Background: an optimization exercise with open tools, aiming at small area, a short achievable clock period and few clock cycles. Do not read the settings as production practice. In this exercise RTL edits were held to simulation tests only and were not proved equivalent to the original.

run 1:
// cnn_layer_top
module cnn_layer_top
(
    input  wire logic          clk,
    input  wire logic          rst_n,
    input  wire logic          i_sample_valid,
    input  wire cnn_pkg::sample_t       i_sample,
    input  wire logic          i_sample_last,
    output logic               o_sample_credit,
    input  wire logic          i_load_weights,
    input  wire cnn_pkg::weights_flat_t i_weights,
    input  wire logic          i_load_biases,
    input  wire cnn_pkg::biases_flat_t  i_biases,
    output logic               o_feat_valid,
    output cnn_pkg::feature_vec_t       o_feat,
    output logic               o_feat_last,
    input  wire logic          i_feat_credit
);
    localparam int SMP_W = 8;
    logic              smp_rd_valid;
    logic [SMP_W:0]    smp_rd_data;
    logic              smp_pop;
    cnn_pkg::weights_flat_t     weights;
    logic              w_valid;
    cnn_pkg::biases_flat_t      biases;
    logic              y_valid;
    logic              y_odd;
    logic              y_last;
    cnn_pkg::feature_vec_t      y;
    credit_fifo #(
        .WIDTH(SMP_W + 1)
    ) u_sample_fifo (
        .clk        (clk),
        .rst_n      (rst_n),
        .i_wr_valid (i_sample_valid),
        .i_wr_data  ({i_sample_last, i_sample}),
        .i_rd_pop   (smp_pop),
        .o_rd_valid (smp_rd_valid),
        .o_rd_data  (smp_rd_data),
        .o_credit   (o_sample_credit)
    );
    kernel_store u_kernel_store (
        .clk            (clk),
        .rst_n          (rst_n),
        .i_load_weights (i_load_weights),
        .i_weights      (i_weights),
        .i_load_biases  (i_load_biases),
        .i_biases       (i_biases),
  ...
Size: ~5900 cells after synthesis, about 1000 flip-flops, about 340 I/O pins, roughly 71000 µm² of cells after synthesis.
==> flow/config.mk <==
export PLATFORM = sky130hd
export DESIGN_NAME = cnn_layer_top
export DESIGN_NICKNAME = cnn_layer_top
export VERILOG_FILES = /design/flow/design.v
export SDC_FILE = /design/flow/constraint.sdc
export NUM_CORES = 4
export LEC_CHECK = 0
export CAP_MARGIN = 20
export CORE_MARGIN = 2
export CORE_UTILIZATION = 55
export CTS_CLUSTER_DIAMETER = 100
export CTS_CLUSTER_SIZE = 22
export GPL_TIMING_DRIVEN = 1
export SLEW_MARGIN = 20
export SYNTH_HIERARCHICAL = 1
export SYNTH_MINIMUM_KEEP_SIZE = 0
==> flow/constraint.sdc <==
create_clock -name core_clock -period 11.0 [get_ports {clk}]
set_input_delay 2.2000 -clock core_clock [delete_from_list [all_inputs] [get_ports {clk}]]
set_output_delay 2.2000 -clock core_clock [all_outputs]
set_load 0.01 [all_outputs]
standard.sh (not shown) runs the stock make flow with config.mk's settings and CLKGATE_MAP_FILE= SYNTH_SCRIPT=/design/flow/synth_recipe.tcl, a recipe that flattens the netlist after the stock synthesis.
==> flow/flow/run.sh <==
#!/bin/bash
set -euo pipefail
export BUFFER_PORTS_ARGS="-buffer_cell sky130_fd_sc_hd__buf_2"
export SETUP_SLACK_MARGIN=7.5
bash standard.sh > standard.log 2>&1
Run 1 | stages: all done | timing, DRC, antenna: all pass
Testbench counts of run 1, summed over its fixed seeds: cycles 8,009.
Inputs modified between run 1 and run 2:
- CTS_CLUSTER_DIAMETER changed from 100 to 120
- GPL_TIMING_DRIVEN removed (was 1)
- CORE_UTILIZATION changed from 55 to 40
- CTS_CLUSTER_SIZE changed from 22 to 30
--- a/flow/flow/run.sh
+++ b/flow/flow/run.sh
@@ -4 +4 @@
-export SETUP_SLACK_MARGIN=7.5
+export SETUP_SLACK_MARGIN=7.6
### Flow results
Run 2 | status: complete | timing, DRC, antenna: pass
Changes observed in run 2 relative to run 1: core utilization fell by 16 points, non-clock buffer count +119, setup slack on the worst flop-to-flop path saw an increase.
Taking run 1 as 1.0, run 2 lands at 1.17 on horizontal extent of the die.
Share of final-layout standard cells stronger than drive strength 1 ends up lower on run 1.
Of the two values seen for launching element of the worst setup path, u_pool.o_out_data[24] was produced by run 1 and u_pool.o_out_data[47] by run 2.
Modified inputs, run 3 compared to run 2
- CTS_CLUSTER_DIAMETER no longer set, was 120
- CTS_CLUSTER_SIZE no longer set, was 30
--- a/flow/flow/run.sh
+++ b/flow/flow/run.sh
@@ -1,0 +2,3 @@
+# The standard layout, with plain buffers (buf_2) on the ports instead of the
+# delay buffers buffer_ports picks by default. Everything else, synthesis
+# included, is the standard flow (standard.sh).
@@ -4 +6,0 @@
-export SETUP_SLACK_MARGIN=7.6
==> comparison <==
Changes observed in run 3 relative to run 2: fraction of area in clock buffers and inverters increased 3.4 points, final routed wirelength across all metal layers decreased 2.9%, final critical path time including I/O delays and setup increased 0.47 ns. Run 2 → run 3: routability-driven placement congestion ratio -1.8%; depth of the CTS H-tree +1; global-route usage ~0 delta; cell count -52.

---

Starting RTL as in the previous note.
==> flow/config.mk <==
export PLATFORM = sky130hd
export DESIGN_NAME = cnn_layer_top
export DESIGN_NICKNAME = cnn_layer_top
export VERILOG_FILES = /design/flow/design.v
export SDC_FILE = /design/flow/constraint.sdc
export NUM_CORES = 4
export LEC_CHECK = 0
export CAP_MARGIN = 20
export CORE_MARGIN = 2
export CORE_UTILIZATION = 40
export SLEW_MARGIN = 20
export SYNTH_HIERARCHICAL = 1
export SYNTH_MINIMUM_KEEP_SIZE = 0
==> flow/constraint.sdc <==
create_clock -name core_clock -period 11.0 [get_ports {clk}]
set_input_delay 2.2000 -clock core_clock [delete_from_list [all_inputs] [get_ports {clk}]]
set_output_delay 2.2000 -clock core_clock [all_outputs]
set_load 0.01 [all_outputs]
==> flow/flow/run.sh <==
#!/bin/bash
set -euo pipefail
export BUFFER_PORTS_ARGS="-buffer_cell sky130_fd_sc_hd__buf_2"
export SETUP_SLACK_MARGIN=7.6
bash standard.sh > standard.log 2>&1
Testbench counts at the start, summed over its fixed seeds: cycles 8,009.
Then changed:
==> flow/flow/run.sh (replaced) <==
#!/bin/bash
set -euo pipefail
export BUFFER_PORTS_ARGS="-buffer_cell sky130_fd_sc_hd__buf_2"
export SETUP_SLACK_MARGIN=7.5
bash standard.sh > standard.log 2>&1
- CORE_UTILIZATION: 40 -> 55
- CTS_CLUSTER_DIAMETER: not set -> 100
- CTS_CLUSTER_SIZE: not set -> 22
Outcome: Area after synthesis is unchanged; cell count is lower by roughly a tenth; die area is lower by a quarter to a third; synthesized cell count stays the same; final area is lower by a few percent; via count is lower by a few percent; register-to-register slack is worse by 0.08 ns; first-iteration DRC count is lower by a few percent.

---

wip/quartz:
Another version of the RTL of cnn_layer_top (not shown whole).
For scale: ~5900 cells after synthesis, about 1000 flip-flops.
clock: 11.0 ns
lec_check: 0
cap_margin: 20
core_margin: 2
core_utilization: 40
slew_margin: 20
synth_hierarchical: 1
synth_minimum_keep_size: 0
run.sh (not shown) runs the stock make flow with config.mk's settings and CLKGATE_MAP_FILE= SYNTH_SCRIPT=/design/flow/synth_recipe.tcl, a recipe that flattens the netlist after the stock synthesis.
Stock flow here: none of the scripts above is used.
Testbench counts of wip/quartz, summed over its fixed seeds: cycles 8,009.
> inputs changed (wip/quartz -> wip/violet)
==> flow/flow/run.sh (new file) <==
#!/bin/bash
# The standard layout, with plain buffers (buf_2) on the ports instead of the
# delay buffers buffer_ports picks by default. Everything else, synthesis
# included, is the standard flow (standard.sh).
set -euo pipefail
export BUFFER_PORTS_ARGS="-buffer_cell sky130_fd_sc_hd__buf_2"
bash standard.sh > standard.log 2>&1
==> flow/standard.sh (new file) <==
#!/bin/bash
# synth_recipe.tcl (not shown) runs the flow's synth.tcl, then flattens the netlist and writes it again
# the make line also repeats each setting of config.mk as NAME=value (left out here)
make -C /OpenROAD-flow-scripts/flow DESIGN_CONFIG=/design/flow/config.mk WORK_HOME=/design/flow/orfs CLKGATE_MAP_FILE= SYNTH_SCRIPT=/design/flow/synth_recipe.tcl "${@:-finish}"
removed: flow/run.sh
==> comparison <==
As far as count of pins over their slew limit goes, wip/violet and wip/quartz are indistinguishable; the numbers are identical.
Going from wip/quartz to wip/violet, wire length shrank slightly.
On violation count after the first detailed-routing iteration, wip/quartz and wip/violet are basically level.
Compared wip/violet vs wip/quartz, and share of the clock period used by the worst path after layout is up in wip/violet.
Summary of wip/violet over wip/quartz: maximum number of pins on one net before global-route repair down 25%; worst setup slack down 0.041 ns; non-clock buffer area fraction after layout down 2.0 points.
The inputs of wip/delta differ from those of wip/violet as listed below.
==> flow/run.sh (new file) <==
#!/bin/bash
# synth_recipe.tcl (not shown) runs the flow's synth.tcl, then flattens the netlist and writes it again
# the make line also repeats each setting of config.mk as NAME=value (left out here)
make -C /OpenROAD-flow-scripts/flow DESIGN_CONFIG=/design/flow/config.mk WORK_HOME=/design/flow/orfs CLKGATE_MAP_FILE= SYNTH_SCRIPT=/design/flow/synth_recipe.tcl finish
--- a/flow/config.mk
+++ b/flow/config.mk
@@ -9,4 +9,6 @@
 export CORE_MARGIN = 2
 export CORE_UTILIZATION = 40
+export CTS_BUF_LIST = sky130_fd_sc_hd__clkbuf_4 sky130_fd_sc_hd__clkbuf_8
+export CTS_CLUSTER_SIZE = 20
 export SLEW_MARGIN = 20
 export SYNTH_HIERARCHICAL = 1
removed: flow/flow/run.sh
removed: flow/standard.sh
wip/delta: final setup skew is 0.0056 ns lower than what wip/violet reported.
Taking wip/violet as the reference, in wip/delta largest net degree at the start of global routing now larger; area growth from synthesis to layout went up 2.4 points; worst slew slack as a fraction of its limit rose 3.4 points.
Of the two values seen for capture point of the critical path, o_feat[63] was produced by wip/delta and u_conv.g_filter[1].g_p.u_dot.y[0] by wip/violet.
wip/delta ended with every stage complete and zero timing, DRC or antenna violations.
sky130_fd_sc_hd__clkdlybuf4s50_1 as the standard cell with the maximum stage delay on the critical path was reported by wip/delta, and sky130_fd_sc_hd__or4b_4 by wip/violet.
Critical path class = flip-flop to flip-flop: wip/violet; critical path class = flip-flop to output pin: wip/delta
## Diff of input files: wip/nickel against wip/delta
==> flow/flow/run.sh (new file) <==
#!/bin/bash
set -euo pipefail
export BUFFER_PORTS_ARGS="-buffer_cell sky130_fd_sc_hd__buf_2"
export SETUP_SLACK_MARGIN=7.3
bash standard.sh > standard.log 2>&1
==> flow/standard.sh (new file) <==
#!/bin/bash
# synth_recipe.tcl (not shown) runs the flow's synth.tcl, then flattens the netlist and writes it again
# the make line also repeats each setting of config.mk as NAME=value (left out here)
make -C /OpenROAD-flow-scripts/flow DESIGN_CONFIG=/design/flow/config.mk WORK_HOME=/design/flow/orfs CLKGATE_MAP_FILE= SYNTH_SCRIPT=/design/flow/synth_recipe.tcl "${@:-finish}"
--- a/flow/config.mk
+++ b/flow/config.mk
@@ -9,6 +9,4 @@
 export CORE_MARGIN = 2
 export CORE_UTILIZATION = 40
-export CTS_BUF_LIST = sky130_fd_sc_hd__clkbuf_4 sky130_fd_sc_hd__clkbuf_8
-export CTS_CLUSTER_SIZE = 20
 export SLEW_MARGIN = 20
 export SYNTH_HIERARCHICAL = 1
removed: flow/run.sh
Results
- Global routing usage on met1 across wip/delta and wip/nickel: no real change.
- Of wip/nickel and wip/delta, it is wip/nickel that has the higher number of setup buffers added after CTS.
- Every run (wip/delta and wip/nickel) finished clean.
- From wip/delta to wip/nickel the numbers moved as follows: weighted congestion reported at the end of routability-driven placement increased 0.70%, non-clock buffering overhead in the final layout went down 1.8 points, wire length lost about 0.75%, post-layout worst setup margin increased by 0.34 ns relative to the old numbers, tightest slew margin relative to the limit moved down.
- In the reports for wip/delta and wip/nickel, the larger ratio of final minimum period to clock period belongs to wip/delta.
- Cmp wip/nickel vs wip/delta: largest net degree at the start of global routing lower in wip/nickel
- Relative to wip/delta, cell count has gone down in wip/nickel.

-- afterwards: timing with drivers on the ports --
In the flow no input, the clock included, has a driving cell. The finished layouts below were timed again as built, in two steps. Step 1: set_driving_cell puts a clkbuf_16 on clk and a buf_2 on each other input, an assumption about the parent block. Step 2, shift: input delay + t, output delay - t, t = (earliest + latest rising clock arrival at the registers) / 2. This alone moves slack from input paths to output paths. Three values: no drivers, after step 1, after step 2; two values: the first two.
| run | shift t [ns] | slack for setup (ns) | latest minus earliest clock arrival (ns) |
|---|---|---|---|
| run 1 | 0.799 | 7.301 / 7.220 / 6.835 | 0.050 / 0.050 |
| run 2 | 0.792 | 7.469 / 7.388 / 6.964 | 0.066 / 0.067 |
| run 3 | 0.845 | 7.002 / 7.035 / 6.190 | 0.075 / 0.076 |
| the first run of note 2 | 0.851 | 7.426 / 7.343 / 6.968 | 0.067 / 0.067 |
| the second run of note 2 | 0.799 | 7.301 / 7.220 / 6.835 | 0.050 / 0.050 |
| wip/quartz | 0.841 | 7.049 / 6.995 / 6.900 | 0.038 / 0.039 |
| wip/violet | 0.829 | 7.008 / 7.008 / 6.262 | 0.054 / 0.054 |
| wip/delta | 0.998 | 6.929 / 6.853 / 6.895 | 0.055 / 0.054 |
| wip/nickel | 0.832 | 7.264 / 7.264 / 6.768 | 0.055 / 0.055 |
After both steps every run listed still meets setup and hold. The setup slack of run 3, which loses most, moves by +0.033 ns with the drivers and by -0.812 ns with both steps.
